Source: an optimization exercise on an open RTL-to-GDS flow (aim: small area and a short achievable clock period). Production flows keep margins and buffers that such runs may drop. Only simulation tests tie the RTL to the original design; equivalence was not proved.

`flow/config.mk`:
```
export PLATFORM = sky130hd
export DESIGN_NAME = md_unit
export DESIGN_NICKNAME = md_unit
export VERILOG_FILES = /design/flow/design.v
export SDC_FILE = /design/flow/constraint.sdc
export NUM_CORES = 4
export LEC_CHECK = 0
export ABC_AREA = 1
export CAP_MARGIN = 20
export CORE_MARGIN = 2
export CORE_UTILIZATION = 40
export SLEW_MARGIN = 20
export TNS_END_PERCENT = 10
```
`flow/design.v`:
```
package mdu_pkg;
  localparam int CNT_W = 4;
  localparam int MULT_CYCLES_DEF = 5;
  localparam int DIV_CYCLES_DEF = 10;
  localparam logic [3:0] MD_NOP   = 4'd0;
  localparam logic [3:0] MD_MULT  = 4'd1;
  localparam logic [3:0] MD_MULTU = 4'd2;
  localparam logic [3:0] MD_DIV   = 4'd3;
  localparam logic [3:0] MD_DIVU  = 4'd4;
  localparam logic [3:0] MD_MTHI  = 4'd5;
  localparam logic [3:0] MD_MTLO  = 4'd6;
  localparam logic [3:0] MD_MADD  = 4'd7;
  localparam logic [3:0] MD_MADDU = 4'd8;
  localparam logic [3:0] MD_MSUB  = 4'd9;
  localparam logic [3:0] MD_MSUBU = 4'd10;
endpackage
  function automatic logic is_madd_op(input logic [3:0] op);
    is_madd_op = 1'b0;
  endfunction
  function automatic logic is_mul_op(input logic [3:0] op);
    is_mul_op = op == mdu_pkg::MD_MULT || op == mdu_pkg::MD_MULTU || is_madd_op(op);
  endfunction
  function automatic logic is_div_op(input logic [3:0] op);
    is_div_op = op == mdu_pkg::MD_DIV || op == mdu_pkg::MD_DIVU;
  endfunction
  function automatic logic is_signed_op(input logic [3:0] op);
    is_signed_op = op == mdu_pkg::MD_MULT || op == mdu_pkg::MD_DIV ||
                   op == mdu_pkg::MD_MADD || op == mdu_pkg::MD_MSUB;
  endfunction
module md_rip #(
  parameter int N = 8
) (
  input  logic [N-1:0] x,
  input  logic [N-1:0] y,
  input  logic         ci,
  output logic [N-1:0] s,
  output logic         co
);
  logic [N:0] c;
  assign c[0] = ci;
  genvar j;
  generate
    for (j = 0; j < N; j++) begin : g_bit
      assign s[j]   = x[j] ^ y[j] ^ c[j];
      assign c[j+1] = (x[j] & y[j]) | (x[j] & c[j]) | (y[j] & c[j]);
    end
  endgenerate
  assign co = c[N];
endmodule
module md_add #(
  parameter int N = 35,
  parameter int L = 5
) (
  input  logic [N-1:0] x,
  input  logic [N-1:0] y,
  input  logic         ci,
  output logic [N-1:0] s
);
  localparam int K = (N + L - 1) / L;
  logic [K:0] c;
  assign c[0] = ci;
  genvar k, j;
  generate
    for (k = 0; k < K; k++) begin : g_seg
      localparam int LO = k * L;
      localparam int HI = ((k + 1) * L > N) ? N : (k + 1) * L;
      localparam int W = HI - LO;
      if (k == 0) begin : g_first
        md_rip #(.N(W)) u_rip (.x(x[HI-1:LO]), .y(y[HI-1:LO]), .ci(c[0]), .s(s[HI-1:LO]), .co(c[1]));
      end else begin : g_inc
        logic [W-1:0] s0;
        logic         c0;
        logic [W:0]   t;
        md_rip #(.N(W)) u_rip (.x(x[HI-1:LO]), .y(y[HI-1:LO]), .ci(1'b0), .s(s0), .co(c0));
        assign t[0] = 1'b1;
        for (j = 0; j < W; j++) begin : g_bit
          assign t[j+1]   = t[j] & s0[j];
          assign s[LO+j]  = s0[j] ^ (c[k] & t[j]);
        end
        assign c[k+1] = c0 | (c[k] & t[W]);
      end
    end
  endgenerate
endmodule
module md_row (
  input  logic [34:0] x,
  input  logic [32:0] b33,
  input  logic        nz,
  input  logic        m,
  input  logic        neg,
  output logic [34:0] s
);
  logic [34:0] sel;
  logic        s0, s1;
  assign s0  = nz & !m;
  assign s1  = nz & m;
  assign sel = ({{2{b33[32]}}, b33} & {35{s0}}) | ({b33[32], b33, 1'b0} & {35{s1}});
  md_add #(.N(35), .L(6)) u_add (.x(x), .y(sel ^ {35{neg}}), .ci(neg), .s(s));
endmodule
module md_stage #(
  parameter bit FIRST = 0
) (
  input  logic        mulm,
  input  logic        last,
  input  logic        bneg,
  input  logic        nbit,
  input  logic [2:0]  dig,
  input  logic [32:0] b33,
  input  logic [34:0] pin,
  output logic [34:0] s,
  output logic        q
);
  logic [34:0] x;
  logic        nz, m, neg;
  assign x   = FIRST ? pin : ({{2{pin[34]}}, pin[34:2]} & {35{mulm}}) | ({pin[33:0], nbit} & {35{!mulm}});
  assign nz  = mulm ? !(dig == 3'b000 || dig == 3'b111) : 1'b1;
  assign m   = mulm ? (dig == 3'b011 || dig == 3'b100) : FIRST & last;
  assign neg = mulm ? dig[2] : !pin[34] ^ bneg;
  md_row u_row (.x(x), .b33(b33), .nz(nz), .m(m), .neg(neg), .s(s));
  assign q = !s[34] ^ bneg;
endmodule
module md_unit #(
  parameter int MULT_CYCLES = mdu_pkg::MULT_CYCLES_DEF,
  parameter int DIV_CYCLES  = mdu_pkg::DIV_CYCLES_DEF
) (
  input  logic        clk,
  input  logic        reset_n,
  input  logic        start,
  input  logic [3:0]  op,
  input  logic [31:0] a,
  input  logic [31:0] b,
  output logic        busy,
  output logic [31:0] hi,
  output logic [31:0] lo
);
  function automatic logic is_madd_op(input logic [3:0] op);
    is_madd_op = 1'b0;
  endfunction
  function automatic logic is_mul_op(input logic [3:0] op);
    is_mul_op = op == mdu_pkg::MD_MULT || op == mdu_pkg::MD_MULTU || is_madd_op(op);
  endfunction
  function automatic logic is_div_op(input logic [3:0] op);
    is_div_op = op == mdu_pkg::MD_DIV || op == mdu_pkg::MD_DIVU;
  endfunction
  function automatic logic is_signed_op(input logic [3:0] op);
    is_signed_op = op == mdu_pkg::MD_MULT || op == mdu_pkg::MD_DIV ||
                   op == mdu_pkg::MD_MADD || op == mdu_pkg::MD_MSUB;
  endfunction
  logic [mdu_pkg::CNT_W-1:0] cnt;
  logic        run;       
  logic        idle;
  logic        mulm;      
  logic        bneg;      
  logic        aneg;      
  logic [31:0] dreg;      
  logic [35:0] whi;       
  logic [31:0] wlo;       
  logic [2:0]  ext;       
  logic        mprev;     
  logic        last;
  logic        qneg;
  logic [32:0] b33;
  logic [34:0] s1, s2, s3, s4;
  logic [4:1]  q;
  logic [2:0]  dig1;
  logic        ctl_last;
  logic        rneg_fin;
  logic        c;
  logic        kill, h_a, h_mul, h_s1, h_whi, h_hold, l_a, l_hold;
  logic        inc;
  logic [31:0] lres;
  logic        dz;
  logic        commit;
  logic        go;
  logic        sel_mthi, sel_mtlo;
  assign run  = !idle;
  assign last = cnt == mdu_pkg::CNT_W'(1);
  assign qneg = aneg ^ bneg;
  assign b33  = {bneg, dreg};
  assign ctl_last = last;
  assign dig1 = (mulm & last) ? {aneg, aneg, mprev} : {wlo[1], wlo[0], mprev};
  md_stage #(.FIRST(1)) u_st1 (.mulm(mulm), .last(ctl_last), .bneg(bneg),
    .nbit(1'b0), .dig(dig1), .b33(b33), .pin({whi[35], whi[35:2]}), .s(s1), .q(q[1]));
  md_stage #(.FIRST(0)) u_st2 (.mulm(mulm), .last(ctl_last), .bneg(bneg),
    .nbit(ext[2]), .dig(wlo[3:1]), .b33(b33), .pin(s1), .s(s2), .q(q[2]));
  md_stage #(.FIRST(0)) u_st3 (.mulm(mulm), .last(ctl_last), .bneg(bneg),
    .nbit(ext[1]), .dig(wlo[5:3]), .b33(b33), .pin(s2), .s(s3), .q(q[3]));
  md_stage #(.FIRST(0)) u_st4 (.mulm(mulm), .last(ctl_last), .bneg(bneg),
    .nbit(ext[0]), .dig(wlo[7:5]), .b33(b33), .pin(s3), .s(s4), .q(q[4]));
  assign rneg_fin = whi[35];
  assign c    = rneg_fin ? s1[34:1] == 34'd0 : whi[35:3] == 33'd0;
  assign inc  = !mulm & (qneg ^ (aneg & c));
  assign lres = wlo + {31'd0, inc};
  assign kill     = aneg & c;
  assign h_a      = sel_mthi;
  assign h_mul    = commit & mulm;
  assign h_s1     = commit & !mulm & (rneg_fin ^ aneg) & !kill;
  assign h_whi    = commit & !mulm & !(rneg_fin ^ aneg) & !kill;
  assign h_hold   = !sel_mthi & !commit;
  assign l_a      = sel_mtlo;
  assign l_hold   = !sel_mtlo & !commit;
  assign dz   = dreg == 32'd0;
  assign commit = run & last & (mulm | !dz);
  assign go = start & !run;
  assign sel_mthi = go && op == mdu_pkg::MD_MTHI;
  assign sel_mtlo = go && op == mdu_pkg::MD_MTLO;
  always_ff @(posedge clk or negedge reset_n) begin
    if (!reset_n) begin
      cnt  <= '0;
      busy <= 1'b0;
      idle <= 1'b1;
      hi   <= '0;
      lo   <= '0;
    end else begin
      if (run) begin
        cnt <= cnt - mdu_pkg::CNT_W'(1);
        if (last) begin
          busy <= 1'b0;
          idle <= 1'b1;
        end
      end else if (start && (is_mul_op(op) || is_div_op(op))) begin
        cnt  <= (op[1] ^ op[0]) ? mdu_pkg::CNT_W'(MULT_CYCLES) : mdu_pkg::CNT_W'(DIV_CYCLES);
        busy <= 1'b1;
        idle <= 1'b0;
      end
      hi <= (a & {32{h_a}}) | (s1[31:0] & {32{h_mul}}) | (s1[32:1] & {32{h_s1}}) |
            (whi[34:3] & {32{h_whi}}) | (hi & {32{h_hold}});
      lo <= (a & {32{l_a}}) | (lres & {32{commit}}) | (lo & {32{l_hold}});
    end
  end
  always_ff @(posedge clk) begin
    if (!run) begin
      mulm  <= op[1] ^ op[0];
      bneg  <= op[0] & b[31];
      aneg  <= op[0] & a[31];
      dreg  <= b;
      whi   <= {36{op[1] & op[0] & a[31]}};
      wlo   <= a;
      mprev <= 1'b0;
    end else begin
      whi   <= mulm ? {s4[34], s4} : {s4[32:0], wlo[31], 2'b00};
      wlo   <= mulm ? {s4[1:0], s3[1:0], s2[1:0], s1[1:0], wlo[31:8]}
                    : {wlo[27:0], q[1], q[2], q[3], q[4]};
      mprev <= wlo[7];
    end
    ext <= run ? wlo[30:28] : {3{op[1] & op[0] & a[31]}};
  end
endmodule
```
`flow/standard.sh`:
```
#!/bin/bash
# synth_recipe.tcl (not shown) runs the flow's synth.tcl, then flattens the netlist and writes it again
# the make line also repeats each setting of config.mk as NAME=value (left out here)
make -C /OpenROAD-flow-scripts/flow DESIGN_CONFIG=/design/flow/config.mk WORK_HOME=/design/flow/orfs CLKGATE_MAP_FILE= SYNTH_SCRIPT=/design/flow/synth_recipe.tcl "${@:-finish}"
```
`flow/flow/run.sh`:
```
#!/bin/bash
# Standard layout, with plain buffers on the ports; timing repair also works on paths with less
# than 98.8 ns of slack (the input port paths), which set the achieved period.
set -euo pipefail
bash standard.sh BUFFER_PORTS_ARGS="-buffer_cell sky130_fd_sc_hd__buf_1" SETUP_SLACK_MARGIN=98.8 CTS_ARGS="-sink_clustering_enable -repair_clock_nets -dont_use_dummy_load -root_buf sky130_fd_sc_hd__clkbuf_16 -buf_list sky130_fd_sc_hd__clkbuf_8" finish > make_finish.log 2>&1
```
`flow/constraint.sdc`:
```
create_clock -name core_clock -period 125.0 [get_ports {clk}]
set_input_delay 25.0000 -clock core_clock [delete_from_list [all_inputs] [get_ports {clk}]]
set_output_delay 25.0000 -clock core_clock [all_outputs]
set_load 0.01 [all_outputs]
```
==> results of run 1 <==
==> sequential cells by signal (all words and copies together) (netlist names) <==
register,cells
wlo,32
busy,1
hi,32
idle,1
ext,3
bneg,1
mulm,1
aneg,1
lo,32
cnt,4
whi,34
mprev,1
dreg,32
==> path summary, 6_finish.rpt <==
path | from | depth (start not counted) | end
min reg2reg | lo[0] | 2 | lo[0]
max | op[1] | 11 | hi[6]
min in group asynchronous | reset_n | 1 | cnt[3]
max reg2reg | cnt[1] | 136 | wlo[0]
max in group asynchronous | reset_n | 1 | hi[10]
min | lo[0] | 2 | lo[0]
==> area by class of cell <==
class | count | area [sq um] | share of cell area, %
multi-input combinational | 1666 | 11100 | 61.1
sequential | 175 | 4210 | 23.2
inverter | 295 | 1130 | 6.24
timing repair buffer | 165 | 798 | 4.41
tap | 532 | 666 | 3.67
clock buffer | 17 | 245 | 1.35
timing repair inverter | 1 | 7.51 | 0.0414
==> layer usage <==
metal,routed length [um],GRT usage [%],vias to the layer above
met4,1580,7.86,0
met1,27000,38.4,7863
met5,0,0,-
met2,27700,45.0,560
met3,3880,4.20,72
li1,-,-,7681
==> cell usage in the layout (no fill, tap or decap), drive strengths merged, types with 2 or more instances in the layout <==
| cell | synthesis | layout |
|---|---|---|
| a21oi | 76 | 76 |
| a221o | 5 | 5 |
| a221oi | 9 | 9 |
| a22oi | 17 | 17 |
| a31oi | 6 | 6 |
| buf | 24 | 165 |
| clkbuf | 92 | 17 |
| clkinv | 34 | 35 |
| clkinvlp | 0 | 2 |
| dfrtp | 69 | 69 |
| dfxtp | 70 | 70 |
| edfxtp | 35 | 35 |
| fa | 112 | 112 |
| ha | 48 | 48 |
| inv | 261 | 259 |
| nand2 | 482 | 482 |
| nand3 | 120 | 120 |
| nand3b | 6 | 6 |
| nand4 | 34 | 34 |
| nor2 | 124 | 126 |
| nor3 | 20 | 20 |
| nor4 | 21 | 21 |
| o211ai | 28 | 28 |
| o21ai | 211 | 211 |
| o221ai | 17 | 17 |
| o22ai | 134 | 134 |
| o311ai | 2 | 2 |
| or2 | 7 | 7 |
| xnor2 | 89 | 89 |
| xor2 | 88 | 88 |
==> worst min-delay path: stages (launching register included) <==
cell     delay [ns]
dfrtp_1        0.35
nand2_1        0.06
nand3_1        0.06
==> cell families (layout without fill, tap and decap cells) <==
| logic type | Yosys count | after routing |
|---|---|---|
| AND/OR/NAND/NOR | 815 | 817 |
| AO/OA/AOI/OAI | 511 | 511 |
| buffers and inverters | 411 | 478 |
| XOR/XNOR | 177 | 177 |
| flip-flops | 175 | 175 |
| adder cells (fa/ha/maj) | 160 | 160 |
| multiplexers | 1 | 1 |
==> per-stage QoR <==
| stage | utilization [%] |
|---|---|
| CTS | 43.9 |
| floorplan | - |
| global placement | 43.0 |
| global route | 44.1 |
| finish | 44.1 |
| detailed placement | 43.0 |
==> repair_timing <==
| item | in CTS | in global routing |
|---|---|---|
| cloned | 3 | 0 |
| setup endpoints to repair | 64 | 31 |
| hold buffers | 0 | 0 |
| buffers inserted | 6 | 1 |
| resized for setup | 9 | 20 |
| pin swaps | 4 | 0 |
==> metrics.md, run 1 <==
| Metric | Value |
|---|---|
| Width of the die | `around 210 um` |
| DP HPWL | `46300 um` |
| Place WS | `97.84 ns` |
| Tightest Pin Transition | `0.968 ns` |
| Simple-Gate Fraction of Synth Area | `21.1%` |
| Fin crit period | `about 26 ns` |
| CTS Buffer Depth | `2` |
| Post-route ant nets | `0` |
| RSZ-0062 raised after global routing | `yes` |
| Mapped Area | `0.0167 sq mm` |
| Final period util | `20.9%` |
| Clock Latency Late Sink | `0.44 ns` |
| Status | `complete, no violations` |
| Async S/R FF share, synth | `40.0%` |
| Clk_skew | `0.0574 ns` |
| Setup TNS | `0 ns` |
| Non-Filler Instances | `2851` |
| Starting Density | `a little over 40%` |
| CP endpoint kind | `flop` |
| Post-synthesis register bit count | `175` |
| First-pass GRT wire length | `slightly above 90000 um` |
| Final Hold Violating Endpoints | `0` |
| H-Tree Depth | `4` |
| CP startpoint kind | `input pin` |
| Final instance area | `approximately 0.018 sq mm` |
| Residual DRC | `0` |
| EDFF count, synth | `35` |
| Die height | `between 200 and 250 um` |
| Largest stage delay on the critical path | `0.28 ns` |
| Top FF cell, synth | `dfxtp_1` |
| Port Buffers | `135` |
| Fill count | `4310` |
| Critical path class | `in2reg` |
| Worst path slowest cell | `a221o_1` |
| Synthesis-to-finish area growth | `8.25%` |
| Core footprint | `0.0411 sq mm` |
| Syn Inst Count | `2250` |
| CTS tree | `yes` |
| Vias in the first global route | `15.5k` |
| Ys Warns | `1` |
| Largest delay contributor family on the critical path | `simple AND/OR/NAND/NOR gates` |
| Library cells used by synthesis | `50` |
| DIE AREA | `0.0435 sq mm` |
| Count leader, synth | `nand2_1` |
| Synth Area in Compound Gates | `18.1%` |
| Share of layout cells above drive strength 1 | `4.79%` |
| Total congestion overflow | `0` |
| Synth Area in Adders | `17.0%` |
| Placed cell count | `2824` |
| Area contributors post-synth | `fa_1 (13%), nand2_1 (10%), dfrtp_1 (10%)` |
| Worst-path clk slew | `about 0.13 ns` |
| Hold Slack | `0.488 ns` |
| Final Wtd Congestion | `between 0.9 and 1` |
| Ant diodes | `0` |
| Slew Limit Fails | `0` |
| 1st-iter DRT viols | `1488` |
| Yosys top cell area share | `13.4%` |
| Synth area leader | `fa_1` |
| Critical path data arrival time | `26.48 ns` |
| Worst setup margin | `98.86 ns` |
| Routed Wire Length | `roughly 60000 um` |
| Hold WC Path Type | `reg2reg` |
| Via/cell ratio | `5.67` |
| Crit path cell chain | `buf_1 -> inv_2 -> ha_2 -> inv_1 -> nor2_1 -> nand2_4 -> inv_8 -> nor2_4 -> nand2_1 -> o221ai_1 -> a221o_1` |
| Post-DR wirelength/cell | `21.1 um` |
| Mapped Avg Cell Area | `roughly 7.4 sq um` |
| TritonCTS Buffers | `17` |
| Mux contribution to synthesized area | `less than 1%` |
| Slew Limit Headroom | `35.5%` |
| Seq/Total Area, Yosys | `roughly a quarter` |
| Worst-path fanout max | `17` |
| Nets | `2552` |
| Data required, critical path | `125.34 ns` |
| Row cnt | `74` |
| Reg2Reg Setup Slack | `100.98 ns` |
| CP bufs+invs | `4` |
| Initial antenna violation count | `0` |
| Synth Net Count | `2481` |
| Largest family of logic cells by synthesized area | `simple AND/OR/NAND/NOR gates` |
| Clock sink count | `175` |
| Synth top cells by count | `nand2_1 (468), inv_1 (260), o21ai_0 (207)` |
| Xor/xnor share of the synthesized area | `9.26%` |
| Via count | `16.2k` |
| Dpl cell area | `0.0177 sq mm` |
| GRT Overall Usage | `27.7%` |
| Max cap viols | `0` |
| 1st-pass router iterations | `6` |
| Fmax achieved | `38.3 MHz` |
| Io pins | `roughly 140` |
| Final setup viols | `0` |
| CTS root buffer | `clkbuf_16` |
| Largest net degree at the start of global routing | `116` |
==> run 2, diff against run 1 <==
--- a/flow/config.mk
+++ b/flow/config.mk
@@ -11,3 +11,3 @@
 export CORE_UTILIZATION = 40
+export PLACE_DENSITY = 0.8
 export SLEW_MARGIN = 20
-export TNS_END_PERCENT = 10
==> run 2 against run 1 <==
  * Still clean on timing, DRC and antenna
  * Area after synthesis unchanged
  * Cell area up 0.50%
  * First-iteration DRC count grew 17%
  * Routed wire length shrank 3.0%
  * Setup slack better by 0.022 ns
  * Largest cell class unchanged
==> metrics.md, run 2 <==
| Metric | Value |
|---|---|
| GR Util met1 | `37.8% (was 38.4%)` |
| Routed Wire Length | `58300 um (was 60100 um)` |
| Area contributors post-synth | `fa_1 (13%), nand2_1 (10%), dfrtp_1 (10%) (unchanged)` |
| Register area | `0.00421 sq mm (unchanged)` |
| EDFF count, synth | `35 (unchanged)` |
| First-pass GRT wire length | `90600 um (was 93000 um)` |
| Data required, critical path | `125.34 ns (about the same)` |
| Multi-input combinational cell area | `0.0111 sq mm (about the same)` |
| Tightest Pin Transition | `0.942 ns (was 0.968 ns)` |
| Synthesis-to-finish area growth | `8.79% (was 8.25%)` |
| Critical path class | `in2reg (unchanged)` |
| Port Buffers | `135 (unchanged)` |
| Status | `complete, no violations (unchanged)` |
| Worst setup margin | `98.88 ns (was 98.86 ns)` |
| Most frequent cells in the layout | `nand2_1 (466), inv_1 (255), o21ai_0 (207) (was nand2_1 (465), inv_1 (256), o21ai_0 (207))` |
| Async S/R FF share, synth | `40.0% (unchanged)` |
| Worst-path clk slew | `0.11 ns (was 0.13 ns)` |
| Synth top cells by count | `nand2_1 (468), inv_1 (260), o21ai_0 (207) (unchanged)` |
| Ant diodes | `0 (unchanged)` |
| Via count | `16.6k (was 16.2k)` |
| Post-DR wirelength/cell | `20.4 um (was 21.1 um)` |
| Post-route ant nets | `0 (unchanged)` |
| Critical path data arrival time | `26.46 ns (was 26.48 ns)` |
| Max cap viols | `0 (unchanged)` |
| Die height | `209 um (unchanged)` |
| Hold WC Path Type | `reg2reg (unchanged)` |
| H-Tree Depth | `4 (unchanged)` |
| Place WS | `97.72 ns (was 97.84 ns)` |
| CTS root buffer | `clkbuf_16 (unchanged)` |
| Largest net degree at the start of global routing | `71 (was 116)` |
| Max FFs per register | `34 (unchanged)` |
| Clock sink count | `175 (unchanged)` |
| Final period util | `20.9% (about the same)` |
| Fin crit period | `26.12 ns (was 26.14 ns)` |
| Commonest non-fill, non-tap cell in the layout | `nand2_1 (unchanged)` |
| Starting Density | `40.7% (unchanged)` |
| Mapped Area | `0.0167 sq mm (unchanged)` |
| Finished Core Util | `44.3% (was 44.1%)` |
| Mapped Avg Cell Area | `7.44 sq um (unchanged)` |
| Vias in the first global route | `15.7k (was 15.5k)` |
| Clk_skew | `0.0528 ns (was 0.0574 ns)` |
| Io pins | `136 (unchanged)` |
| Count leader, synth | `nand2_1 (unchanged)` |
| Fmax achieved | `38.3 MHz (about the same)` |
| Synth area leader | `fa_1 (unchanged)` |
| Setup TNS | `0 ns (unchanged)` |
| Nets | `2561 (was 2552)` |
| Seq/Total Area, Yosys | `25.1% (unchanged)` |
| Largest Register | `whi (unchanged)` |
| Post-synthesis register bit count | `175 (unchanged)` |
| Clock Latency Late Sink | `0.43 ns (was 0.44 ns)` |
| Placed cell count | `2828 (was 2824)` |
| Crit path cell chain | `clkbuf_4 -> inv_2 -> ha_1 -> inv_1 -> nor3_4 -> clkinvlp_4 -> buf_4 -> buf_4 -> o221ai_1 (was buf_1 -> inv_2 -> ha_2 -> inv_1 -> nor2_1 -> nand2_4 -> inv_8 -> nor2_4 -> nand2_1 -> o221ai_1 -> a221o_1)` |
| Via/cell ratio | `5.80 (was 5.67)` |
| Slew Limit Fails | `0 (unchanged)` |
| Fill count | `4189 (was 4310)` |
| Worst path slowest cell | `nor3_4 (was a221o_1)` |
| DP HPWL | `44800 um (was 46300 um)` |
| Core footprint | `0.0411 sq mm (unchanged)` |
| 1st-pass router iterations | `6 (unchanged)` |
| Share of layout cells above drive strength 1 | `5.24% (was 4.79%)` |
| Gr busiest metal | `met2 (unchanged)` |
| Slew Limit Headroom | `37.2% (was 35.5%)` |
| Final setup viols | `0 (unchanged)` |
| Total congestion overflow | `0 (unchanged)` |
| Final Hold Violating Endpoints | `0 (unchanged)` |
| Hold Slack | `0.496 ns (was 0.488 ns)` |
| Initial antenna violation count | `0 (unchanged)` |
| Hold-fix buffers, CTS | `0 (unchanged)` |
| Worst-path fanout max | `5 (was 17)` |
| Top FF cell, synth | `dfxtp_1 (unchanged)` |
| Row cnt | `74 (unchanged)` |
| Width of the die | `209 um (unchanged)` |
| Synth Net Count | `2481 (unchanged)` |
| DIE AREA | `0.0435 sq mm (unchanged)` |
| Yosys top cell area share | `13.4% (unchanged)` |
| GRT Overall Usage | `26.5% (was 27.7%)` |
| Met2 GRT Util | `42.1% (was 45.0%)` |
| Syn Inst Count | `2250 (unchanged)` |
| CP startpoint kind | `input pin (unchanged)` |
| RSZ-0062 raised after global routing | `yes (unchanged)` |
| CP most frequent cell | `buf_4` |
| CTS tree | `yes (unchanged)` |
| Final Wtd Congestion | `0.981 (was 0.947)` |
| Met3 Use GR | `3.86% (was 4.20%)` |
| Library cells used by synthesis | `50 (unchanged)` |
| TritonCTS Buffers | `17 (unchanged)` |
| CP endpoint kind | `flop (unchanged)` |
| CTS Buffer Depth | `2 (unchanged)` |
| Residual DRC | `0 (unchanged)` |
| Ys Warns | `1 (unchanged)` |
| 1st-iter DRT viols | `1746 (was 1488)` |
| Non-Filler Instances | `2860 (was 2851)` |
| Largest stage delay on the critical path | `0.28 ns (about the same)` |
[run 2: worst paths after layout]
path / from / endpoint / slack [ns] / cells after the start
min in group asynchronous: reset_n / lo[29] / 24.77 / 2
worst min register to register: wlo[25] / wlo[29] / 0.50 / 2
worst max register to register: mulm / whi[35] / 100.69 / 137
worst min-delay path: wlo[25] / wlo[29] / 0.50 / 2
max in group asynchronous: reset_n / hi[26] / 99.56 / 2
worst max-delay path: op[0] / lo[26] / 98.88 / 9
[run 2: metrics by stage]
| stage | cell area, sq um |
|---|---|
| 3_5_place_dp | 17700 |
| 3_3_place_gp | 17700 |
| 2_1_floorplan | 16800 |
| 5_1_grt | 18200 |
| 6_report | 18200 |
| 4_1_cts | 18000 |
[run 2: timing repair]
item                                    CTS  global route
buffers inserted                          5             6
endpoints found under the setup margin   65            48
resized for setup                        10            29
pin swaps                                 4             3
cloned                                    2             2
[run 2: per-layer routing]
metal / wire length [um] / up-vias
met5: 0 / -
met4: 1500 / 0
met3: 5150 / 86
met2: 26400 / 876
met1: 25300 / 7950
li1: - / 7662
[run 2: kinds of logic after synthesis]
group,synth area share (%)
AO/OA/AOI/OAI,18.1
XOR/XNOR,9.26
adder cells (fa/ha/maj),17.0
buffers and inverters,9.41
flip-flops,25.1
multiplexers,0.0598
AND/OR/NAND/NOR,21.1
[run 2: worst max-delay path, delay by kind of cell]
kind | cells | cell delay [ns]
adder cells (fa/ha/maj) | 1 | 0.14
AND/OR/NAND/NOR | 1 | 0.28
buffers and inverters | 6 | 0.87
AO/OA/AOI/OAI | 1 | 0.16
[run 2: area by class of cell]
type | count | share of cell area, %
Multi-Input combinational cell | 1666 | 60.7
Sequential cell | 175 | 23.1
Inverter | 295 | 6.21
Timing Repair Buffer | 174 | 4.89
Tap cell | 532 | 3.66
Clock buffer | 17 | 1.35
Timing Repair inverter | 1 | 0.0412
==> run 3, diff against run 2 <==
--- a/flow/config.mk
+++ b/flow/config.mk
@@ -11,3 +11,2 @@
 export CORE_UTILIZATION = 40
-export PLACE_DENSITY = 0.8
 export SLEW_MARGIN = 20
==> run 3 against run 2 <==
  * Critical path type unchanged
  * Global-route usage up 1.2 points
  * Maximum frequency is essentially flat
  * Highest routed layer unchanged
  * Die area is the same
  * Clock skew up 0.0033 ns
  * Worst hold slack got worse by 0.0053 ns
  * Still clean on timing, DRC and antenna
  * Cell area decreased by 0.48%
  * Sequential share of layout area up 0.11 points
==> metrics.md, run 3 <==
| Metric | Value |
|---|---|
| Status | `complete, no violations (unchanged)` |
| 1st-pass router iterations | `6 (unchanged)` |
| Die height | `209 um (unchanged)` |
| Post-DR wirelength/cell | `21.1 um (was 20.4 um)` |
| Final period util | `20.9% (about the same)` |
| Synth top cells by count | `nand2_1 (468), inv_1 (260), o21ai_0 (207) (unchanged)` |
| Seq/Total Area, Yosys | `25.1% (unchanged)` |
| CP startpoint kind | `input pin (unchanged)` |
| Max FFs per register | `34 (unchanged)` |
| Core footprint | `0.0411 sq mm (unchanged)` |
| Width of the die | `209 um (unchanged)` |
| Count leader, synth | `nand2_1 (unchanged)` |
| Most frequent cells in the layout | `nand2_1 (465), inv_1 (256), o21ai_0 (207) (was nand2_1 (466), inv_1 (255), o21ai_0 (207))` |
| Via count | `16.2k (was 16.6k)` |
| Slew Limit Fails | `0 (unchanged)` |
| Fin crit period | `26.11 ns (was 26.12 ns)` |
| Placed cell count | `2824 (was 2828)` |
| Data required, critical path | `125.39 ns (was 125.34 ns)` |
| Clk_skew | `0.0561 ns (was 0.0528 ns)` |
| Vias in the first global route | `15.5k (was 15.7k)` |
| Synthesis-to-finish area growth | `8.27% (was 8.79%)` |
| Slew Limit Headroom | `35.3% (was 37.2%)` |
| Final Wtd Congestion | `0.947 (was 0.981)` |
| Area contributors post-synth | `fa_1 (13%), nand2_1 (10%), dfrtp_1 (10%) (unchanged)` |
| EDFF count, synth | `35 (unchanged)` |
| Via/cell ratio | `5.66 (was 5.80)` |
| Residual DRC | `0 (unchanged)` |
| DP HPWL | `46300 um (was 44800 um)` |
| Critical path class | `in2reg (unchanged)` |
| RSZ-0062 raised after global routing | `yes (unchanged)` |
| Commonest non-fill, non-tap cell in the layout | `nand2_1 (unchanged)` |
| Finished Core Util | `44.1% (was 44.3%)` |
| Final setup viols | `0 (unchanged)` |
| Routed Wire Length | `60100 um (was 58300 um)` |
| Post-route ant nets | `0 (unchanged)` |
| Initial antenna violation count | `0 (unchanged)` |
| Row cnt | `74 (unchanged)` |
| Clock sink count | `175 (unchanged)` |
| Largest net degree at the start of global routing | `116 (was 71)` |
| Clock Latency Late Sink | `0.44 ns (was 0.43 ns)` |
| Fmax achieved | `38.3 MHz (about the same)` |
| Worst-path fanout max | `17 (was 5)` |
| CP endpoint kind | `flop (unchanged)` |
| First-pass GRT wire length | `93000 um (was 90600 um)` |
| Starting Density | `40.7% (unchanged)` |
| Yosys top cell area share | `13.4% (unchanged)` |
| Fill count | `4310 (was 4189)` |
| Setup TNS | `0 ns (unchanged)` |
| Reg2Reg Setup Slack | `100.99 ns (was 100.69 ns)` |
| Async S/R FF share, synth | `40.0% (unchanged)` |
| H-Tree Depth | `4 (unchanged)` |
| Ant diodes | `0 (unchanged)` |
| Library cells used by synthesis | `50 (unchanged)` |
| Mapped Avg Cell Area | `7.44 sq um (unchanged)` |
| Worst-path clk slew | `0.12 ns (was 0.11 ns)` |
| Non-Filler Instances | `2851 (was 2860)` |
| Hold WC Path Type | `reg2reg (unchanged)` |
| Tightest Pin Transition | `0.971 ns (was 0.942 ns)` |
| Largest Register | `whi (unchanged)` |
| Synth area leader | `fa_1 (unchanged)` |
| Post-synthesis register bit count | `175 (unchanged)` |
| Hold Slack | `0.491 ns (was 0.496 ns)` |
| Synth Net Count | `2481 (unchanged)` |
| TritonCTS Buffers | `17 (unchanged)` |
| CTS Buffer Depth | `2 (unchanged)` |
| Port Buffers | `135 (unchanged)` |
| Top FF cell, synth | `dfxtp_1 (unchanged)` |
| Syn Inst Count | `2250 (unchanged)` |
| GRT Overall Usage | `27.7% (was 26.5%)` |
| Io pins | `136 (unchanged)` |
| 1st-iter DRT viols | `1411 (was 1746)` |
| CTS root buffer | `clkbuf_16 (unchanged)` |
| Total congestion overflow | `0 (unchanged)` |
| Max cap viols | `0 (unchanged)` |
| CTS tree | `yes (unchanged)` |
| Share of layout cells above drive strength 1 | `4.83% (was 5.24%)` |
| Ys Warns | `1 (unchanged)` |
| Critical path data arrival time | `26.50 ns (was 26.46 ns)` |
| Nets | `2552 (was 2561)` |
| Final Hold Violating Endpoints | `0 (unchanged)` |
| DIE AREA | `0.0435 sq mm (unchanged)` |
| Mapped Area | `0.0167 sq mm (unchanged)` |
[run 3: cell counts after synthesis]
Identical to the previous run, type by type.
[run 3: final cells by class]
cell class | instances | area (sq um) | area share, %
sequential | 175 | 4210 | 23.2
tap | 532 | 666 | 3.67
clock buffer | 17 | 245 | 1.35
timing repair inverter | 1 | 7.51 | 0.0414
multi-input combinational | 1666 | 11100 | 61.1
timing repair buffer | 165 | 798 | 4.40
inverter | 295 | 1130 | 6.24
[run 3: cell families after synthesis]
family	count (synthesis)	share of synthesized area [%]
simple gates	815	21.1
compound gates	511	18.1
buf+inv	411	9.41
xor+xnor	177	9.26
flops	175	25.1
fa+ha+maj	160	17.0
mux	1	0.0598
[run 3: metrics by stage]
step	setup slack [ns]	instance area (sq um)
3_3_place_gp	97.89	17700
4_1_cts	98.86	18000
5_1_grt	98.73	18100
3_5_place_dp	97.84	17700
6_report	98.89	18100
2_1_floorplan	98.79	16800
[run 3: critical path, cell delays in order]
cell	delay [ns]
buf_1	0.16
inv_2	0.06
ha_2	0.18
inv_1	0.06
nor2_2	0.04
nand2_4	0.14
inv_8	0.09
nor2_4	0.38
nand2_1	0.12
o221ai_1	0.10
a221o_1	0.15
[run 3: worst paths after layout]
| check | startpoint | to | cells past startpoint |
|---|---|---|---|
| worst min register to register | lo[0] | lo[0] | 2 |
| worst max-delay path | op[1] | hi[6] | 11 |
| worst max register to register | cnt[1] | wlo[0] | 136 |
| min in group asynchronous | reset_n | cnt[3] | 1 |
| max in group asynchronous | reset_n | hi[10] | 1 |
| worst min-delay path | lo[0] | lo[0] | 2 |
[run 3: repair_timing]
action / in CTS / in global routing
pin swaps: 4 / 1
cloned: 3 / 0
setup endpoints to repair: 64 / 31
hold buffers: 0 / 0
gates resized for setup: 9 / 21
setup buffers: 6 / 1
[run 3: routing by layer]
| layer | share of wire [%] | global-route usage (%) | wire, um |
|---|---|---|---|
| met5 | 0 | 0 | 0 |
| met4 | 2.7 | 7.86 | 1600 |
| met3 | 6.3 | 4.20 | 3820 |
| met2 | 46 | 45.0 | 27700 |
| met1 | 45 | 38.4 | 27100 |
==> run 4, diff against run 3 <==
--- a/flow/config.mk
+++ b/flow/config.mk
@@ -10,3 +10,3 @@
 export CORE_MARGIN = 2
-export CORE_UTILIZATION = 40
+export CORE_UTILIZATION = 70
 export SLEW_MARGIN = 20
==> run 4 against run 3 <==
  * Count of clock-buffer cells in the layout is the same
  * Worst hold slack gained 0.0091 ns
  * Final cell count shrank 7.4%
  * Highest routed layer is now met5
==> metrics.md, run 4 <==
| Metric | Value |
|---|---|
| Synth Area in Compound Gates | `18.1% (unchanged)` |
| Final period util | `20.9% (about the same)` |
| Crit path cell chain | `buf_1 -> inv_2 -> ha_2 -> inv_1 -> nor2_2 -> nand2_4 -> inv_8 -> nor2_4 -> nand2_1 -> o221ai_1 -> a221o_1 (unchanged)` |
| Final Hold Violating Endpoints | `0 (unchanged)` |
| Die height | `159 um (was 209 um)` |
| Slew Limit Fails | `0 (unchanged)` |
| Fill count | `1855 (was 4310)` |
| Clk_skew | `0.0501 ns (was 0.0561 ns)` |
| Largest net degree at the start of global routing | `142 (was 116)` |
| Post-synthesis register bit count | `175 (unchanged)` |
| Port Buffers | `135 (unchanged)` |
| Critical path data arrival time | `26.47 ns (was 26.50 ns)` |
| Io pins | `136 (unchanged)` |
| Worst path slowest cell | `nor2_4 (unchanged)` |
| TritonCTS Buffers | `17 (unchanged)` |
| Register area | `0.00421 sq mm (unchanged)` |
| Max cap viols | `0 (unchanged)` |
| Max FFs per register | `34 (unchanged)` |
| CP endpoint kind | `flop (unchanged)` |
| CP bufs+invs | `4 (unchanged)` |
| Width of the die | `159 um (was 209 um)` |
| Largest delay contributor family on the critical path | `simple AND/OR/NAND/NOR gates (unchanged)` |
| Synth area leader | `fa_1 (unchanged)` |
| Mux contribution to synthesized area | `0.0598% (unchanged)` |
| CTS tree | `yes (unchanged)` |
| CTS Buffer Depth | `2 (unchanged)` |
| Vias in the first global route | `15.8k (was 15.5k)` |
| Residual DRC | `0 (unchanged)` |
| Library cells used by synthesis | `50 (unchanged)` |
| Max layer used | `met5 (was met4)` |
| Synth Net Count | `2481 (unchanged)` |
| DIE AREA | `0.0252 sq mm (was 0.0435 sq mm)` |
| Ant diodes | `0 (unchanged)` |
| Slew Limit Headroom | `37.4% (was 35.3%)` |
| Top FF cell, synth | `dfxtp_1 (unchanged)` |
| EDFF count, synth | `35 (unchanged)` |
| Placed cell count | `2611 (was 2824)` |
| Synthesis-to-finish area growth | `7.07% (was 8.27%)` |
| Fin crit period | `26.14 ns (was 26.11 ns)` |
| Area contributors post-synth | `fa_1 (13%), nand2_1 (10%), dfrtp_1 (10%) (unchanged)` |
| RSZ-0062 raised after global routing | `no (was yes)` |
| H-Tree Depth | `4 (unchanged)` |
| Starting Density | `71.3% (was 40.7%)` |
| Clock sink count | `175 (unchanged)` |
| Xor/xnor share of the synthesized area | `9.26% (unchanged)` |
| Post-route ant nets | `0 (unchanged)` |
| Largest family of logic cells by synthesized area | `simple AND/OR/NAND/NOR gates (unchanged)` |
| Final setup viols | `0 (unchanged)` |
| Status | `complete, no violations (unchanged)` |
| Via count | `17.1k (was 16.2k)` |
| Commonest non-fill, non-tap cell in the layout | `nand2_1 (unchanged)` |
| CTS root buffer | `clkbuf_16 (unchanged)` |
| Row cnt | `56 (was 74)` |
| First-pass GRT wire length | `85200 um (was 93000 um)` |
| Core footprint | `0.0235 sq mm (was 0.0411 sq mm)` |
| WL met1 | `20900 um (was 27100 um)` |
| Final Wtd Congestion | `1.05 (was 0.947)` |
| Yosys top cell area share | `13.4% (unchanged)` |
| Worst-path fanout max | `17 (unchanged)` |
| Largest Register | `whi (unchanged)` |
| Routed Wire Length | `55500 um (was 60100 um)` |
| Clock Latency Late Sink | `0.42 ns (was 0.44 ns)` |
| Ys Warns | `1 (unchanged)` |
| Worst-path clk slew | `0.12 ns (about the same)` |
| Hold WC Path Type | `reg2reg (unchanged)` |
| Most frequent cells in the layout | `nand2_1 (465), inv_1 (255), o21ai_0 (207) (was nand2_1 (465), inv_1 (256), o21ai_0 (207))` |
| Synth top cells by count | `nand2_1 (468), inv_1 (260), o21ai_0 (207) (unchanged)` |
| Async S/R FF share, synth | `40.0% (unchanged)` |
| Initial antenna violation count | `1 (was 0)` |
| DR WL met2 | `24100 um (was 27700 um)` |
| Non-Filler Instances | `2640 (was 2851)` |
| Fmax achieved | `38.3 MHz (about the same)` |
| Met3 wire len | `6730 um (was 3820 um)` |
| Share of layout cells above drive strength 1 | `5.00% (was 4.83%)` |
| Synth Area in Adders | `17.0% (unchanged)` |
| Tightest Pin Transition | `0.939 ns (was 0.971 ns)` |
| Simple-Gate Fraction of Synth Area | `21.1% (unchanged)` |
| DP HPWL | `41000 um (was 46300 um)` |
| Total congestion overflow | `0 (unchanged)` |
| Hold-fix buffers, CTS | `0 (unchanged)` |
| Count leader, synth | `nand2_1 (unchanged)` |
| Mapped Avg Cell Area | `7.44 sq um (unchanged)` |
| Mapped Area | `0.0167 sq mm (unchanged)` |
| CP startpoint kind | `input pin (unchanged)` |
| Setup TNS | `0 ns (unchanged)` |
| Syn Inst Count | `2250 (unchanged)` |
| Via/cell ratio | `6.47 (was 5.66)` |
| Multi-input combinational cell area | `0.0111 sq mm (about the same)` |
| Critical path class | `in2reg (unchanged)` |
| Nets | `2554 (was 2552)` |
| Data required, critical path | `125.34 ns (was 125.39 ns)` |
| Largest stage delay on the critical path | `0.38 ns (about the same)` |
| Seq/Total Area, Yosys | `25.1% (unchanged)` |
| 1st-iter DRT viols | `2299 (was 1411)` |
| 1st-pass router iterations | `6 (unchanged)` |
| GRT Overall Usage | `44.3% (was 27.7%)` |
| Post-DR wirelength/cell | `21.0 um (was 21.1 um)` |
run 4: cell counts after synthesis:
Identical to the previous run, type by type.
run 4: cell type report:
type	instances	area share, %
repair inverters	1	0.0419
well taps	319	2.23
clock buffers	17	1.37
repair buffers	167	4.78
multi-input cells	1666	61.8
inverters	295	6.33
flip-flops and latches	175	23.5
run 4: final timing paths:
path / to / cells after the start / from / slack (ns)
min in group asynchronous: cnt[2] / 2 / reset_n / 24.77
hold reg to reg: lo[0] / 2 / lo[0] / 0.50
setup reg to reg: wlo[0] / 132 / cnt[1] / 100.60
hold / removal: lo[0] / 2 / lo[0] / 0.50
setup / recovery: hi[6] / 11 / op[1] / 98.86
max in group asynchronous: hi[15] / 2 / reset_n / 99.55
run 4: cells by family after synthesis:
logic type / count (synthesis)
and+or+nand+nor: 815
DFF: 175
adders and majority gates: 160
buffers and inverters: 411
muxes: 1
AOI/OAI and AO/OA: 511
xor gates and xnor gates: 177
run 4: through the flow:
step                hold slack [ns]  util, %  setup WS (ns)  instance area [sq um]
floorplan                     0.433        -          98.79                  16800
global placement              0.465     74.2          98.07                  17400
detailed placement            0.473     74.2          97.95                  17400
CTS                           0.501     75.7          98.77                  17800
global route                  0.534     76.4          98.81                  17900
finish                        0.500     76.4          98.86                  17900
run 4: routing by layer:
metal,GRT usage (%),up-vias
li1,-,7654
met1,58.1,8002
met2,68.1,1198
met3,9.69,232
met4,25.4,2
met5,0,-
run 4: what timing repair did:
action	in CTS	in global routing
endpoints found under the setup margin	63	27
cloned	3	1
pin swaps	4	1
buffers inserted	6	2
resized for setup	10	28
run 4: worst reg2reg max path: cells and delay by family, from the launching register on:
kind                       cells  cell delay, ns
AOI/OAI and AO/OA              5            0.97
and+or+nand+nor               87           10.51
DFF                            1            0.39
buffers and inverters         15            2.31
adders and majority gates     22            9.31
xor gates and xnor gates       3            0.80
==> run 5, diff against run 4 <==
--- a/flow/config.mk
+++ b/flow/config.mk
@@ -10,3 +10,3 @@
 export CORE_MARGIN = 2
-export CORE_UTILIZATION = 70
+export CORE_UTILIZATION = 60
 export SLEW_MARGIN = 20
==> run 5 against run 4 <==
  * Global-route usage down 5.7 points
  * Maximum frequency up 0.14%
  * Still clean
  * Critical endpoint is now hi[16]
  * Cell area up 0.29%
  * Routed wire length down 0.13%
  * Critical path depth unchanged
==> metrics.md, run 5 <==
| Metric | Value |
|---|---|
| Status | `complete, no violations (unchanged)` |
| Critical path data arrival time | `26.36 ns (was 26.47 ns)` |
| CP endpoint kind | `flop (unchanged)` |
| Most frequent cells in the layout | `nand2_1 (466), inv_1 (256), o21ai_0 (207) (was nand2_1 (465), inv_1 (255), o21ai_0 (207))` |
| Share of layout cells above drive strength 1 | `4.83% (was 5.00%)` |
| Synthesis-to-finish area growth | `7.39% (was 7.07%)` |
| Port Buffers | `135 (unchanged)` |
| Mux contribution to synthesized area | `0.0598% (unchanged)` |
| DIE AREA | `0.0292 sq mm (was 0.0252 sq mm)` |
| Final Hold Violating Endpoints | `0 (unchanged)` |
| Tightest Pin Transition | `0.941 ns (was 0.939 ns)` |
| First-pass GRT wire length | `86100 um (was 85200 um)` |
| Slew Limit Headroom | `37.3% (was 37.4%)` |
| Post-synthesis register bit count | `175 (unchanged)` |
| CP startpoint kind | `input pin (unchanged)` |
| EDFF count, synth | `35 (unchanged)` |
| Seq/Total Area, Yosys | `25.1% (unchanged)` |
| Async S/R FF share, synth | `40.0% (unchanged)` |
| Nets | `2553 (was 2554)` |
| Clk_skew | `0.0378 ns (was 0.0501 ns)` |
| Ant diodes | `0 (unchanged)` |
| Syn Inst Count | `2250 (unchanged)` |
| Mapped Avg Cell Area | `7.44 sq um (unchanged)` |
| Max FFs per register | `34 (unchanged)` |
| DP HPWL | `42200 um (was 41000 um)` |
| Top FF cell, synth | `dfxtp_1 (unchanged)` |
| Clock Latency Late Sink | `0.42 ns (about the same)` |
| Clock sink count | `175 (unchanged)` |
| Worst-path clk slew | `0.08 ns (was 0.12 ns)` |
| Row cnt | `61 (was 56)` |
| Area contributors post-synth | `fa_1 (13%), nand2_1 (10%), dfrtp_1 (10%) (unchanged)` |
| Die height | `171 um (was 159 um)` |
| 1st-pass router iterations | `8 (was 6)` |
| RSZ-0062 raised after global routing | `no (unchanged)` |
| H-Tree Depth | `4 (unchanged)` |
| Xor/xnor share of the synthesized area | `9.26% (unchanged)` |
| Library cells used by synthesis | `50 (unchanged)` |
| CTS tree | `yes (unchanged)` |
| Final period util | `20.9% (about the same)` |
| Fill count | `2614 (was 1855)` |
| Routed Wire Length | `55400 um (was 55500 um)` |
| Final Wtd Congestion | `1.00 (was 1.05)` |
| Hold Slack | `0.496 ns (was 0.500 ns)` |
| Data required, critical path | `125.27 ns (was 125.34 ns)` |
| Final setup viols | `0 (unchanged)` |
| Simple-Gate Fraction of Synth Area | `21.1% (unchanged)` |
| CTS Buffer Depth | `2 (unchanged)` |
| Largest family of logic cells by synthesized area | `simple AND/OR/NAND/NOR gates (unchanged)` |
| TritonCTS Buffers | `17 (unchanged)` |
| Core footprint | `0.0276 sq mm (was 0.0235 sq mm)` |
| Width of the die | `171 um (was 159 um)` |
| Via/cell ratio | `6.11 (was 6.47)` |
| Via count | `16.5k (was 17.1k)` |
| Slew Limit Fails | `0 (unchanged)` |
| Hold WC Path Type | `reg2reg (unchanged)` |
| Setup TNS | `0 ns (unchanged)` |
| CTS root buffer | `clkbuf_16 (unchanged)` |
| Critical path class | `in2reg (unchanged)` |
| Post-route ant nets | `0 (unchanged)` |
| Hold-fix buffers, CTS | `0 (unchanged)` |
| Yosys top cell area share | `13.4% (unchanged)` |
| Residual DRC | `0 (unchanged)` |
| Max cap viols | `0 (unchanged)` |
| GRT Overall Usage | `38.6% (was 44.3%)` |
| Initial antenna violation count | `0 (was 1)` |
| Synth Area in Compound Gates | `18.1% (unchanged)` |
| 1st-iter DRT viols | `1898 (was 2299)` |
| Synth area leader | `fa_1 (unchanged)` |
| Fin crit period | `26.10 ns (was 26.14 ns)` |
| Io pins | `136 (unchanged)` |
| Commonest non-fill, non-tap cell in the layout | `nand2_1 (unchanged)` |
| Synth top cells by count | `nand2_1 (468), inv_1 (260), o21ai_0 (207) (unchanged)` |
| Largest net degree at the start of global routing | `142 (unchanged)` |
| Count leader, synth | `nand2_1 (unchanged)` |
| Worst-path fanout max | `17 (unchanged)` |
| Post-DR wirelength/cell | `20.5 um (was 21.0 um)` |
| Largest Register | `whi (unchanged)` |
| Starting Density | `60.6% (was 71.3%)` |
| Vias in the first global route | `15.3k (was 15.8k)` |
| Synth Area in Adders | `17.0% (unchanged)` |
| Reg2Reg Setup Slack | `100.68 ns (was 100.60 ns)` |
| Total congestion overflow | `0 (unchanged)` |
| Ys Warns | `1 (unchanged)` |
| Synth Net Count | `2481 (unchanged)` |
| Mapped Area | `0.0167 sq mm (unchanged)` |
| Fmax achieved | `38.3 MHz (about the same)` |
==> run 5: cell counts after synthesis <==
Identical to the previous run, type by type.
==> run 5: metrics by stage <==
stage | utilization [%] | instance area [sq um] | worst slack [ns] | instances
finish | 65.1 | 18000 | 98.90 | 2698
global route | 65.1 | 18000 | 98.78 | 2698
CTS | 64.6 | 17800 | 98.78 | 2693
detailed placement | 63.3 | 17500 | 97.93 | 2668
global placement | 63.2 | 17500 | 97.99 | 2668
floorplan | - | 16800 | 98.79 | 2250
==> run 5: layer usage <==
layer  GRT usage, %  wire [um]
met1           53.5      22800
met2           59.5      24200
met3           4.44       4900
met4           20.2       3500
met5              0          0
==> run 5: layout make-up <==
| class | instances | area, sq um | area share (%) |
|---|---|---|---|
| Timing Repair Buffer | 166 | 837 | 4.66 |
| Sequential cell | 175 | 4210 | 23.4 |
| Inverter | 295 | 1140 | 6.32 |
| Multi-Input combinational cell | 1666 | 11100 | 61.6 |
| Timing Repair inverter | 1 | 7.51 | 0.0418 |
| Tap cell | 378 | 473 | 2.63 |
| Clock buffer | 17 | 245 | 1.36 |
==> run 5: cells by family after synthesis <==
family          after synthesis
simple gates                815
buf+inv                     411
flops                       175
compound gates              511
mux                           1
xor+xnor                    177
fa+ha+maj                   160
==> run 5: timing repair <==
action,CTS,global route
setup buffers,5,5
pin swaps,3,1
cloned,3,0
setup endpoints to repair,63,26
gates resized for setup,9,23
==> run 5: path summary, 6_finish.rpt <==
path	from	endpoint	cells past startpoint
setup / recovery	op[1]	hi[16]	11
hold / removal	cnt[1]	cnt[1]	1
setup reg to reg	bneg	wlo[0]	127
hold reg to reg	cnt[1]	cnt[1]	1
max in group asynchronous	reset_n	lo[1]	2
min in group asynchronous	reset_n	cnt[2]	2
==> run 5: worst max-delay path, stage by stage <==
cell      delay [ns]
buf_1           0.11
inv_2           0.08
ha_2            0.17
inv_1           0.05
nor2_2          0.12
nand2_4         0.10
clkinv_8        0.12
nor2_4          0.08
buf_4           0.17
a221oi_2        0.22
o311ai_1        0.13
==> run 6, diff against run 5 <==
==> flow/flow/run.sh (replaced) <==
#!/bin/bash
# Standard layout, with plain buffers on the ports; timing repair also works on paths with less
# than 98.8 ns of slack (the input port paths), which set the achieved period.
set -euo pipefail
bash standard.sh BUFFER_PORTS_ARGS="-buffer_cell sky130_fd_sc_hd__buf_1" SETUP_SLACK_MARGIN=98.8 CTS_ARGS="-sink_clustering_enable -repair_clock_nets -dont_use_dummy_load -root_buf sky130_fd_sc_hd__clkbuf_16 -buf_list {sky130_fd_sc_hd__clkbuf_8 sky130_fd_sc_hd__clkbuf_16}" finish > make_finish.log 2>&1
--- a/flow/config.mk
+++ b/flow/config.mk
@@ -8,5 +8,5 @@
 export ABC_AREA = 1
-export CAP_MARGIN = 20
+export CAP_MARGIN = 5
 export CORE_MARGIN = 2
-export CORE_UTILIZATION = 60
-export SLEW_MARGIN = 20
+export CORE_UTILIZATION = 40
+export SLEW_MARGIN = 5
==> run 6 against run 5 <==
  * Maximum frequency down 0.17%
  * Worst hold slack got worse by 0.012 ns
  * Sequential share of layout area shrank 0.50 points
  * Clock skew shrank 0.0035 ns
  * Cell area grew 2.2%
  * First-iteration DRC count shrank 27%
  * Register-to-register slack better by 0.28 ns
  * Area after synthesis stayed put
  * Utilization is 20 points lower
  * Routed wire length up 9.1%
  * Critical path type is now reg2out
  * Largest cell class unchanged
  * Highest routed layer unchanged
==> metrics.md, run 6 <==
| Metric | Value |
|---|---|
| Register area | `0.00421 sq mm (unchanged)` |
| Yosys top cell area share | `13.4% (unchanged)` |
| Fmax achieved | `38.3 MHz (about the same)` |
| Hold-fix buffers, CTS | `0 (unchanged)` |
| Commonest non-fill, non-tap cell in the layout | `nand2_1 (unchanged)` |
| First-pass GRT wire length | `93200 um (was 86100 um)` |
| Row cnt | `74 (was 61)` |
| Largest family of logic cells by synthesized area | `simple AND/OR/NAND/NOR gates (unchanged)` |
| Async S/R FF share, synth | `40.0% (unchanged)` |
| Synth Area in Compound Gates | `18.1% (unchanged)` |
| Finished Core Util | `44.7% (was 65.1%)` |
| DIE AREA | `0.0435 sq mm (was 0.0292 sq mm)` |
| Hold WC Path Type | `reg2reg (unchanged)` |
| Max FFs per register | `34 (unchanged)` |
| Setup TNS | `0 ns (unchanged)` |
| Library cells used by synthesis | `50 (unchanged)` |
| Worst-path clk slew | `0.07 ns (was 0.08 ns)` |
| Total congestion overflow | `0 (unchanged)` |
| Slew Limit Headroom | `18.1% (was 37.3%)` |
| Status | `complete, no violations (unchanged)` |
| Final Wtd Congestion | `0.947 (was 1.00)` |
| Final period util | `20.9% (about the same)` |
| Placed cell count | `2824 (was 2668)` |
| Core footprint | `0.0411 sq mm (was 0.0276 sq mm)` |
| Clock Latency Late Sink | `0.48 ns (was 0.42 ns)` |
| Data required, critical path | `100.00 ns (was 125.27 ns)` |
| 1st-pass router iterations | `5 (was 8)` |
| Clk_skew | `0.0342 ns (was 0.0378 ns)` |
| Largest delay contributor family on the critical path | `flip-flops (was buffers and inverters)` |
| Place WS | `97.87 ns (was 97.93 ns)` |
| Dpl cell area | `0.0177 sq mm (was 0.0175 sq mm)` |
| Share of layout cells above drive strength 1 | `4.87% (was 4.83%)` |
| Critical path data arrival time | `1.14 ns (was 26.36 ns)` |
| Syn Inst Count | `2250 (unchanged)` |
| Via/cell ratio | `5.69 (was 6.11)` |
| Mapped Area | `0.0167 sq mm (unchanged)` |
| Post-synthesis register bit count | `175 (unchanged)` |
| Largest stage delay on the critical path | `0.46 ns (was 0.22 ns)` |
| Post-route ant nets | `0 (unchanged)` |
| Synth top cells by count | `nand2_1 (468), inv_1 (260), o21ai_0 (207) (unchanged)` |
| Top FF cell, synth | `dfxtp_1 (unchanged)` |
| Hold Slack | `0.484 ns (was 0.496 ns)` |
| Final instance area | `0.0184 sq mm (was 0.0180 sq mm)` |
| Seq/Total Area, Yosys | `25.1% (unchanged)` |
| 1st-iter DRT viols | `1385 (was 1898)` |
| Multi-input combinational cell area | `0.0111 sq mm (about the same)` |
| H-Tree Depth | `4 (unchanged)` |
| Worst path slowest cell | `dfrtp_1 (was a221oi_2)` |
| Post-DR wirelength/cell | `21.2 um (was 20.5 um)` |
| DP HPWL | `46300 um (was 42200 um)` |
| Io pins | `136 (unchanged)` |
| CP endpoint kind | `output pin (was flop)` |
| Synth Net Count | `2481 (unchanged)` |
| Tightest Pin Transition | `1.22 ns (was 0.941 ns)` |
| RSZ-0062 raised after global routing | `yes (was no)` |
| Xor/xnor share of the synthesized area | `9.26% (unchanged)` |
| Ant diodes | `0 (unchanged)` |
| Slew Limit Fails | `0 (unchanged)` |
| Port Buffers | `135 (unchanged)` |
| CP bufs+invs | `1 (was 5)` |
| Ys Warns | `1 (unchanged)` |
| Crit path cell chain | `buf_1 (was buf_1 -> inv_2 -> ha_2 -> inv_1 -> nor2_2 -> nand2_4 -> clkinv_8 -> nor2_4 -> buf_4 -> a221oi_2 -> o311ai_1)` |
| Initial antenna violation count | `0 (unchanged)` |
| Via count | `16.2k (was 16.5k)` |
| Final setup viols | `0 (unchanged)` |
| Routed Wire Length | `60500 um (was 55400 um)` |
| Starting Density | `40.7% (was 60.6%)` |
| Width of the die | `209 um (was 171 um)` |
| CP startpoint kind | `flop (was input pin)` |
| Area contributors post-synth | `fa_1 (13%), nand2_1 (10%), dfrtp_1 (10%) (unchanged)` |
| Most frequent cells in the layout | `nand2_1 (466), inv_1 (256), o21ai_0 (207) (unchanged)` |
| Max cap viols | `0 (unchanged)` |
| EDFF count, synth | `35 (unchanged)` |
| Residual DRC | `0 (unchanged)` |
| Vias in the first global route | `15.6k (was 15.3k)` |
| Clock sink count | `175 (unchanged)` |
| Largest net degree at the start of global routing | `116 (was 142)` |
| Worst setup margin | `98.86 ns (was 98.90 ns)` |
| Final Hold Violating Endpoints | `0 (unchanged)` |
| TritonCTS Buffers | `17 (unchanged)` |
| Simple-Gate Fraction of Synth Area | `21.1% (unchanged)` |
| CTS root buffer | `clkbuf_16 (unchanged)` |
| Critical path class | `reg2out (was in2reg)` |
| Synthesis-to-finish area growth | `9.75% (was 7.39%)` |
| Synth Area in Adders | `17.0% (unchanged)` |
| CTS Buffer Depth | `2 (unchanged)` |
| Non-Filler Instances | `2854 (was 2698)` |
| CTS tree | `yes (unchanged)` |
| Mapped Avg Cell Area | `7.44 sq um (unchanged)` |
| Worst-path fanout max | `2 (was 17)` |
| GRT Overall Usage | `27.8% (was 38.6%)` |
| Count leader, synth | `nand2_1 (unchanged)` |
| Die height | `209 um (was 171 um)` |
| Fin crit period | `26.14 ns (was 26.10 ns)` |
| Largest Register | `whi (unchanged)` |
| Fill count | `4249 (was 2614)` |
| Mux contribution to synthesized area | `0.0598% (unchanged)` |
| Nets | `2555 (was 2553)` |
| Synth area leader | `fa_1 (unchanged)` |
-- run 6: cell counts after synthesis --
Identical to the previous run, type by type.
-- run 6: routing by layer --
layer	wire length, um	vias up	GRT usage [%]
met4	1850	0	9.43
met5	0	-	0
met3	3890	78	4.00
li1	-	7672	-
met2	27800	598	44.7
met1	26900	7896	38.5
-- run 6: layout make-up --
cell class              instances  share of cell area, %
inverters                     295                   6.16
multi-input cells            1666                   60.3
flip-flops and latches        175                   22.9
repair buffers                168                   4.70
well taps                     532                   3.62
repair inverters                1                 0.0409
clock buffers                  17                   2.32
-- run 6: logic make-up after synthesis --
group | Yosys count
muxes | 1
buffers and inverters | 411
and+or+nand+nor | 815
adders and majority gates | 160
DFF | 175
xor gates and xnor gates | 177
AOI/OAI and AO/OA | 511
-- run 6: path summary, 6_finish.rpt --
kind	from	end	slack, ns	cells past startpoint
max in group asynchronous	reset_n	hi[10]	99.60	1
setup reg to reg	cnt[1]	wlo[0]	100.96	136
hold / removal	lo[0]	lo[0]	0.48	2
setup / recovery	hi[28]	hi[28]	98.86	1
hold reg to reg	lo[0]	lo[0]	0.48	2
min in group asynchronous	reset_n	busy	24.72	1
-- run 6: timing repair --
| action | in CTS | in global routing |
|---|---|---|
| gates resized for setup | 10 | 21 |
| endpoints found under the setup margin | 64 | 47 |
| setup buffers | 4 | 5 |
| cloned | 3 | 1 |
| pin swaps | 4 | 2 |
-- run 6: worst reg2reg max path: cells and delay by family, from the launching register on --
kind,cells,cell delay (ns)
compound gates,8,1.37
xor+xnor,3,0.62
fa+ha+maj,23,9.38
buf+inv,15,1.69
flops,1,0.38
simple gates,87,10.54

[port drivers added, routing unchanged]
The flow's constraints put no driver on any port. The routed layouts listed below were extracted and timed again, unchanged, in two steps.
Step 1 sets driving cells, clkbuf_16 on the clock port and buf_2 on the other inputs (assumed; they add their load-dependent delay and slew).
Step 2 also shifts input and output timing later by t, the mid clock arrival at the registers, as if the neighbouring blocks saw the same clock.
Slacks: ideal / step 1 / step 2; pairs: ideal / step 1.
run | t (ns) | setup slack, ns | hold WS [ns]
run 1 | 0.471 | 98.860 / 98.835 / 98.426 | 0.488 / 0.488 / 0.488
run 2 | 0.458 | 98.882 / 98.851 / 98.450 | 0.496 / 0.496 / 0.496
run 3 | 0.472 | 98.893 / 98.848 / 98.456 | 0.491 / 0.491 / 0.491
run 4 | 0.444 | 98.865 / 98.868 / 98.451 | 0.500 / 0.500 / 0.500
run 5 | 0.449 | 98.902 / 98.883 / 98.476 | 0.496 / 0.496 / 0.496
run 6 | 0.522 | 98.857 / 98.800 / 98.421 | 0.484 / 0.484 / 0.484
After both steps setup and hold are still met in every run listed. The setup slack of run 3, which loses most, moves by -0.045 ns with the drivers and by -0.437 ns with both steps.
